What follows belongs to an exercise in optimizing a design on an open flow for small area, a short achievable clock period and few clock cycles per item; a production flow would make more cautious choices.
Power is estimated from default activity; no workload was simulated.

==> flow/design.v <==
package softmax_pkg;
  typedef logic [15:0] stream_word_t;
  typedef logic signed [15:0] lane_t;
  typedef logic [16*32-1:0] vec_t;
  typedef logic [17:0] sum_t;
  typedef logic [8-1:0] prob_t;
  typedef enum logic [1:0] {
    MODE_BYPASS  = 2'd0,
    MODE_SOFTMAX = 2'd1
  } mode_t;
endpackage
`timescale 1ns/1ps
module softmax_top (
  input  logic        clk,
  input  logic        rst_n,
  input  logic [15:0] fifo_data,
  input  logic        fifo_empty,
  output logic        rd_en,
  output logic [15:0] tx_data,
  output logic        tx_empty,
  input  logic        tx_fifo_en,
  input  logic [1:0]  control
);
  logic run;
  assign run = (control != 2'd0);
  logic [255:0] rx;         
  logic [95:0]  rf0, rf1;   
  logic [3:0]   ph, ph1;    
  logic [3:0]   wp;         
  logic [3:0]   rp;         
  logic [3:0]   opm;        
  logic         at_op;      
  logic [3:0]   cnt;        
  logic [4:0]   rem;        
  logic         cpar;       
  logic [3:0]   lcnt;       
  logic         opar;       
  logic [5:0]   diff;       
  logic         empty_r;    
  logic         cons_q;     
  logic         in_ok_q;    
  logic         in_ok, take, cons, load, complete;
  logic [5:0]   cls_pair;
  assign ph1 = ph + 4'd1;
  always_ff @(posedge clk) begin
    rx  <= {take ? fifo_data : rx[15:0], rx[255:16]};
    rf0 <= {(cons & ~cpar) ? cls_pair : rf0[5:0], rf0[95:6]};
    rf1 <= {(cons &  cpar) ? cls_pair : rf1[5:0], rf1[95:6]};
    ph  <= ph1;
  end
  logic signed [7:0] mrun, mcur;
  logic signed [7:0] in_lo, in_hi;
  logic hi_gt_lo, r_gt_lo, r_gt_hi;
  logic signed [7:0] in_mx, in_mx3;
  assign in_lo    = fifo_data[7:0];
  assign in_hi    = fifo_data[15:8];
  assign hi_gt_lo = (in_hi > in_lo);
  assign r_gt_lo  = (mrun > in_lo);
  assign r_gt_hi  = (mrun > in_hi);
  assign in_mx    = hi_gt_lo ? in_hi : in_lo;
  assign in_mx3   = hi_gt_lo ? (r_gt_hi ? mrun : in_hi) : (r_gt_lo ? mrun : in_lo);
  always_ff @(posedge clk) begin
    if (take) begin
      mrun <= (cnt == 4'd0) ? in_mx : in_mx3;
      if (cnt == 4'd15) mcur <= in_mx3;
    end
  end
  logic [7:0] d_h0, d_h1;
  assign d_h0 = mcur - rx[7:0];
  assign d_h1 = mcur - rx[15:8];
  function automatic logic [2:0] cls_of(input logic [7:0] d);
    cls_of = (d < 8'd6) ? d[2:0] : 3'd6;
  endfunction
  function automatic logic [12:0] exp_of(input logic [7:0] d);
    exp_of = (d == 8'd0) ? 13'd4096 :
             (d == 8'd1) ? 13'd1507 :
             (d == 8'd2) ? 13'd554  :
             (d == 8'd3) ? 13'd204  :
             (d == 8'd4) ? 13'd75   :
             (d == 8'd5) ? 13'd28   :
             (d == 8'd6) ? 13'd10   :
             (d == 8'd7) ? 13'd4    :
             (d == 8'd8) ? 13'd1    :
             (d == 8'd9) ? 13'd1    : 13'd0;   
  endfunction
  assign cls_pair = {cls_of(d_h1), cls_of(d_h0)};
  logic [17:0] acc, acc_next, sdiv;
  logic [12:0] e0, e1;
  logic        spend;     
  logic        dbusy;
  logic        start;
  logic        sum_last;
  assign e0       = cons ? exp_of(d_h0) : 13'd0;
  assign e1       = cons ? exp_of(d_h1) : 13'd0;
  assign acc_next = ((cons & rem[4]) ? 18'd0 : acc) + 18'(e0) + 18'(e1);
  assign sum_last = cons & (rem == 5'd1);
  assign start    = ~dbusy & (spend | sum_last);
  always_ff @(posedge clk) begin
    acc <= acc_next;
    if (start) sdiv <= acc_next;
  end
  assign cons     = cons_q;
  assign in_ok    = in_ok_q;
  assign take     = run & ~fifo_empty & in_ok;
  assign complete = take & (cnt == 4'd15);
  logic       pvalid;
  logic       pop;
  logic [3:0] ocnt;
  logic       av;
  logic       ptab_free, xfer;
  assign pop  = run & tx_fifo_en & av;
  assign load = (~av | pop) & (diff != 6'd0) & at_op &
                ((lcnt != 4'd0) | xfer | (pvalid & ~av));
  logic [3:0] cnt_n, wp_n, rp_n, opm_n;
  logic [4:0] rem_n;
  logic [5:0] diff_n;
  logic       empty_n, spend_n, dbusy_n, cons_n, in_ok_n;
  always_comb begin
    cnt_n  = take ? cnt + 4'd1 : cnt;
    wp_n   = take ? ph1 : wp;
    rem_n  = complete ? 5'd16 : (cons ? rem - 5'd1 : rem);
    rp_n   = (complete | cons) ? ph1 : rp;
    diff_n = diff + 6'(cons) - 6'(load);
    if (take && empty_r) opm_n = ph + 4'd14;    
    else if (load)       opm_n = ph1;
    else                 opm_n = opm;
    empty_n = (cnt_n == 4'd0) & (rem_n == 5'd0) & (diff_n == 6'd0);
    spend_n = ~start & (sum_last | spend);
    dbusy_n = start | (dbusy & ~xfer);
    cons_n  = (rem_n != 5'd0) & (rp_n == ph1) & ~diff_n[5] & (~rem_n[4] | ~spend_n);
    in_ok_n = empty_n | ((wp_n == ph1) & (((5'(cnt_n) + rem_n) < 5'd16) | cons_n));
  end
  always_ff @(posedge clk) begin
    wp    <= wp_n;
    rp    <= rp_n;
    opm   <= opm_n;
    at_op <= (opm_n == ph1);
  end
  always_ff @(posedge clk or negedge rst_n) begin
    if (!rst_n) begin
      cnt      <= '0;
      rem      <= '0;
      diff     <= '0;
      cpar     <= 1'b0;
      spend    <= 1'b0;
      empty_r  <= 1'b1;
      cons_q   <= 1'b0;
      in_ok_q  <= 1'b1;
    end else begin
      cnt      <= cnt_n;
      rem      <= rem_n;
      diff     <= diff_n;
      empty_r  <= empty_n;
      cons_q   <= cons_n;
      in_ok_q  <= in_ok_n;
      if (cons && rem == 5'd1) cpar <= ~cpar;
      spend    <= spend_n;
    end
  end
  logic [3:0]  k, k_n;
  logic        fa0, fa9, fb7, fb11, fb14;    
  logic [16:0] ra, rb;
  logic [14:0] qa, qb;
  logic [14:0] qa_n, qb_n;
  logic [16:0] ta, tb;
  logic [17:0] t2a, t2b;
  logic [18:0] sba, sbb;    
  logic        gea, geb;
  always_comb begin
    ta = fa0 ? 17'd2048 :     
         fa9 ? 17'd2216 :     
               ra;
    tb = fa0  ? 17'd3014 :    
         fb7  ? 17'd3264 :    
         fb11 ? 17'd2400 :    
         fb14 ? 17'd3584 :    
                rb;
    t2a = {ta, 1'b0};
    t2b = {tb, 1'b0};
    sba = {1'b0, t2a} - {1'b0, sdiv};
    sbb = {1'b0, t2b} - {1'b0, sdiv};
    gea = ~sba[18];
    geb = ~sbb[18];
  end
  assign qa_n = {qa[13:0], gea};
  assign qb_n = {qb[13:0], geb};
  always_ff @(posedge clk) begin
    ra <= gea ? sba[16:0] : t2a[16:0];
    rb <= geb ? sbb[16:0] : t2b[16:0];
    qa <= qa_n;
    qb <= qb_n;
  end
  assign xfer = dbusy & fb14 & ptab_free;
  always_comb begin
    if (start)               k_n = 4'd0;
    else if (dbusy && fb14)  k_n = 4'd0;       
    else if (dbusy)          k_n = k + 4'd1;
    else                     k_n = k;
  end
  always_ff @(posedge clk) begin
    k    <= k_n;
    fa0  <= (k_n == 4'd0);
    fa9  <= (k_n == 4'd9);
    fb7  <= (k_n == 4'd7);
    fb11 <= (k_n == 4'd11);
    fb14 <= (k_n == 4'd14);
  end
  always_ff @(posedge clk or negedge rst_n) begin
    if (!rst_n) dbusy <= 1'b0;
    else        dbusy <= dbusy_n;
  end
  logic [7:0] p0, p0_n;
  logic [6:0] p1, p1_n;
  logic [5:0] p2, p2_n;
  logic [3:0] p3, p3_n;
  logic [2:0] p4, p4_n;
  logic       p5, p5_n;
  assign ptab_free = ~pvalid | (pop & (ocnt == 4'd15));
  assign p0_n = xfer ? (qa_n[14] ? 8'd255 : qa_n[13:6]) : p0;
  assign p2_n = xfer ? qa_n[5:0]  : p2;
  assign p1_n = xfer ? qb_n[14:8] : p1;
  assign p3_n = xfer ? qb_n[7:4]  : p3;
  assign p4_n = xfer ? qb_n[3:1]  : p4;
  assign p5_n = xfer ? qb_n[0]    : p5;
  always_ff @(posedge clk) begin
    p0 <= p0_n;
    p1 <= p1_n;
    p2 <= p2_n;
    p3 <= p3_n;
    p4 <= p4_n;
    p5 <= p5_n;
  end
  function automatic logic [7:0] prob_of(input logic [2:0] c,
                                         input logic [7:0] q0, input logic [6:0] q1,
                                         input logic [5:0] q2, input logic [3:0] q3,
                                         input logic [2:0] q4, input logic q5);
    logic [7:0] r;
    case (c)
      3'd0:    r = q0;
      3'd1:    r = {1'b0, q1};
      3'd2:    r = {2'b0, q2};
      3'd3:    r = {4'b0, q3};
      3'd4:    r = {5'b0, q4};
      3'd5:    r = {7'b0, q5};
      default: r = 8'd0;
    endcase
    prob_of = r;
  endfunction
  logic [5:0]  lpos_pair;
  logic [15:0] txq;         
  assign lpos_pair = opar ? rf1[17:12] : rf0[17:12];    
  always_ff @(posedge clk) begin
    if (load) txq <= {prob_of(lpos_pair[5:3], p0_n, p1_n, p2_n, p3_n, p4_n, p5_n),
                      prob_of(lpos_pair[2:0], p0_n, p1_n, p2_n, p3_n, p4_n, p5_n)};
  end
  always_ff @(posedge clk or negedge rst_n) begin
    if (!rst_n) begin
      pvalid <= 1'b0;
      ocnt   <= '0;
      av     <= 1'b0;
      lcnt   <= '0;
      opar   <= 1'b0;
    end else begin
      if (pop) ocnt <= ocnt + 4'd1;
      if (xfer) pvalid <= 1'b1;
      else if (pop && ocnt == 4'd15) pvalid <= 1'b0;
      av <= load | (av & ~pop);
      if (load) begin
        lcnt <= lcnt + 4'd1;
        if (lcnt == 4'd15) opar <= ~opar;
      end
    end
  end
  assign rd_en    = run ? in_ok : tx_fifo_en;
  assign tx_data  = run ? txq : fifo_data;
  assign tx_empty = run ? ~av : fifo_empty;
endmodule
clock: 10.0 ns
lec_check: 0
cap_margin: 20
core_margin: 2
core_utilization: 65
cts_buf_list: sky130_fd_sc_hd__clkbuf_16
cts_cluster_diameter: 100
cts_cluster_size: 28
setup_slack_margin: 5.0
slew_margin: 20
standard.sh (not shown) runs the stock make flow with config.mk's settings and CLKGATE_MAP_FILE= SYNTH_SCRIPT=/design/flow/synth_recipe.tcl, a recipe that flattens the netlist after the stock synthesis.
==> flow/flow/run.sh <==
#!/bin/bash
# The standard layout (standard.sh), changed only in how hard and where the
# layout is optimised, not in the constraints it is signed off at:
#  - port buffers are sky130_fd_sc_hd__buf_4 instead of the delay cell buffer_ports picks
#    (every port still gets its own buffer),
#  - the pin placer keeps all pins on one edge (-exclude left:* -exclude right:* -exclude bottom:*), so the
#    bypass paths between input and output pins stay short.
# The full make output goes to make_flow.log; ORFS keeps each step's log
# under orfs/logs.
set -uo pipefail
sed -e 's/SETUP_SLACK_MARGIN=[0-9.]*/SETUP_SLACK_MARGIN=6.0 BUFFER_PORTS_ARGS="-buffer_cell sky130_fd_sc_hd__buf_4" PLACE_PINS_ARGS="-exclude left:* -exclude right:* -exclude bottom:*"/' standard.sh > standard_tuned.sh
bash standard_tuned.sh > make_flow.log 2>&1
status=$?
echo "standard flow exit $status"
exit $status
Next try:
--- a/flow/design.v
+++ b/flow/design.v
@@ -72,30 +72,38 @@
     cls_of = (d < 8'd6) ? d[2:0] : 3'd6;
   endfunction
-  function automatic logic [12:0] exp_of(input logic [7:0] d);
-    exp_of = (d == 8'd0) ? 13'd4096 :
-             (d == 8'd1) ? 13'd1507 :
-             (d == 8'd2) ? 13'd554  :
-             (d == 8'd3) ? 13'd204  :
-             (d == 8'd4) ? 13'd75   :
-             (d == 8'd5) ? 13'd28   :
-             (d == 8'd6) ? 13'd10   :
-             (d == 8'd7) ? 13'd4    :
-             (d == 8'd8) ? 13'd1    :
-             (d == 8'd9) ? 13'd1    : 13'd0;   
+  function automatic logic [3:0] sat_of(input logic [7:0] d);
+    sat_of = (d[7:4] != 4'd0) ? 4'd15 : d[3:0];
+  endfunction
+  function automatic logic [12:0] exp_of(input logic [3:0] d);
+    exp_of = (d == 4'd0) ? 13'd4096 :
+             (d == 4'd1) ? 13'd1507 :
+             (d == 4'd2) ? 13'd554  :
+             (d == 4'd3) ? 13'd204  :
+             (d == 4'd4) ? 13'd75   :
+             (d == 4'd5) ? 13'd28   :
+             (d == 4'd6) ? 13'd10   :
+             (d == 4'd7) ? 13'd4    :
+             (d == 4'd8) ? 13'd1    :
+             (d == 4'd9) ? 13'd1    : 13'd0;   
   endfunction
   assign cls_pair = {cls_of(d_h1), cls_of(d_h0)};
+  logic [7:0]  dq;
+  logic        s1_valid, s1_first, s1_last;
   logic [17:0] acc, acc_next, sdiv;
-  logic [12:0] e0, e1;
   logic        spend;     
   logic        dbusy;
   logic        start;
   logic        sum_last;
-  assign e0       = cons ? exp_of(d_h0) : 13'd0;
-  assign e1       = cons ? exp_of(d_h1) : 13'd0;
-  assign acc_next = ((cons & rem[4]) ? 18'd0 : acc) + 18'(e0) + 18'(e1);
-  assign sum_last = cons & (rem == 5'd1);
+  always_ff @(posedge clk) begin
+    dq       <= cons ? {sat_of(d_h1), sat_of(d_h0)} : 8'hff;
+    s1_first <= cons & rem[4];
+    s1_last  <= (rem == 5'd1);
+    acc      <= acc_next;
+  end
+  assign acc_next = (s1_first ? 18'd0 : acc)
+                  + 18'(exp_of(dq[3:0])) + 18'(exp_of(dq[7:4]));
+  assign sum_last = s1_valid & s1_last;
   assign start    = ~dbusy & (spend | sum_last);
   always_ff @(posedge clk) begin
-    acc <= acc_next;
     if (start) sdiv <= acc_next;
   end
@@ -115,5 +123,5 @@
   logic [4:0] rem_n;
   logic [5:0] diff_n;
-  logic       empty_n, spend_n, dbusy_n, cons_n, in_ok_n;
+  logic       empty_n, spend_n, dbusy_n, hold0_n, cons_n, in_ok_n;
   always_comb begin
     cnt_n  = take ? cnt + 4'd1 : cnt;
@@ -122,5 +130,5 @@
     rp_n   = (complete | cons) ? ph1 : rp;
     diff_n = diff + 6'(cons) - 6'(load);
-    if (take && empty_r) opm_n = ph + 4'd14;    
+    if (take && empty_r) opm_n = ph + 4'd15;    
     else if (load)       opm_n = ph1;
     else                 opm_n = opm;
@@ -128,5 +136,6 @@
     spend_n = ~start & (sum_last | spend);
     dbusy_n = start | (dbusy & ~xfer);
-    cons_n  = (rem_n != 5'd0) & (rp_n == ph1) & ~diff_n[5] & (~rem_n[4] | ~spend_n);
+    hold0_n = spend_n | (cons & (rem == 5'd1) & dbusy_n);
+    cons_n  = (rem_n != 5'd0) & (rp_n == ph1) & ~diff_n[5] & (~rem_n[4] | ~hold0_n);
     in_ok_n = empty_n | ((wp_n == ph1) & (((5'(cnt_n) + rem_n) < 5'd16) | cons_n));
   end
@@ -143,4 +152,5 @@
       diff     <= '0;
       cpar     <= 1'b0;
+      s1_valid <= 1'b0;
       spend    <= 1'b0;
       empty_r  <= 1'b1;
@@ -155,4 +165,5 @@
       in_ok_q  <= in_ok_n;
       if (cons && rem == 5'd1) cpar <= ~cpar;
+      s1_valid <= cons;
       spend    <= spend_n;
     end
@@ -249,5 +260,5 @@
   logic [5:0]  lpos_pair;
   logic [15:0] txq;         
-  assign lpos_pair = opar ? rf1[17:12] : rf0[17:12];    
+  assign lpos_pair = opar ? rf1[11:6] : rf0[11:6];    
   always_ff @(posedge clk) begin
     if (load) txq <= {prob_of(lpos_pair[5:3], p0_n, p1_n, p2_n, p3_n, p4_n, p5_n),
Fmax grows by 8.5%.
Flip-flop and latch count grows by 11.
Synthesized area grows by 2.2%.
Wire length grows by 2.5%.
Total power grows by 1.9%.
No run of this note included a check of the RTL's function; only the layout flow was run.

## port drivers added, routing unchanged
In the flow no input, the clock included, has a driving cell. The finished layouts below were timed again as built, in two steps.
Step 1: set_driving_cell puts a clkbuf_16 on clk and a buf_2 on each other input, an assumption about the parent block.
Step 2 times the ports against the registers' clock, not the clock port: input delays grow and output delays shrink by t, the midpoint of the rising clock arrivals with the driver on.
Three values: ideal ports, drivers, drivers and shift; two values: the first two.
run	t (ns)	slack for setup (ns)	worst register clock-pin slew, ns	worst data-port slew with drivers (ns)	cell pins on the clock port's net
the first run	0.627	4.734 / 4.734 / 4.734	0.11 / 0.11	0.07	1
the second run	0.633	5.148 / 5.101 / 5.101	0.11 / 0.11	0.07	1
After both steps setup and hold are still met in every run listed. For the second run, which loses most, drivers alone change the setup slack by -0.047 ns; drivers and shift together by -0.047 ns.
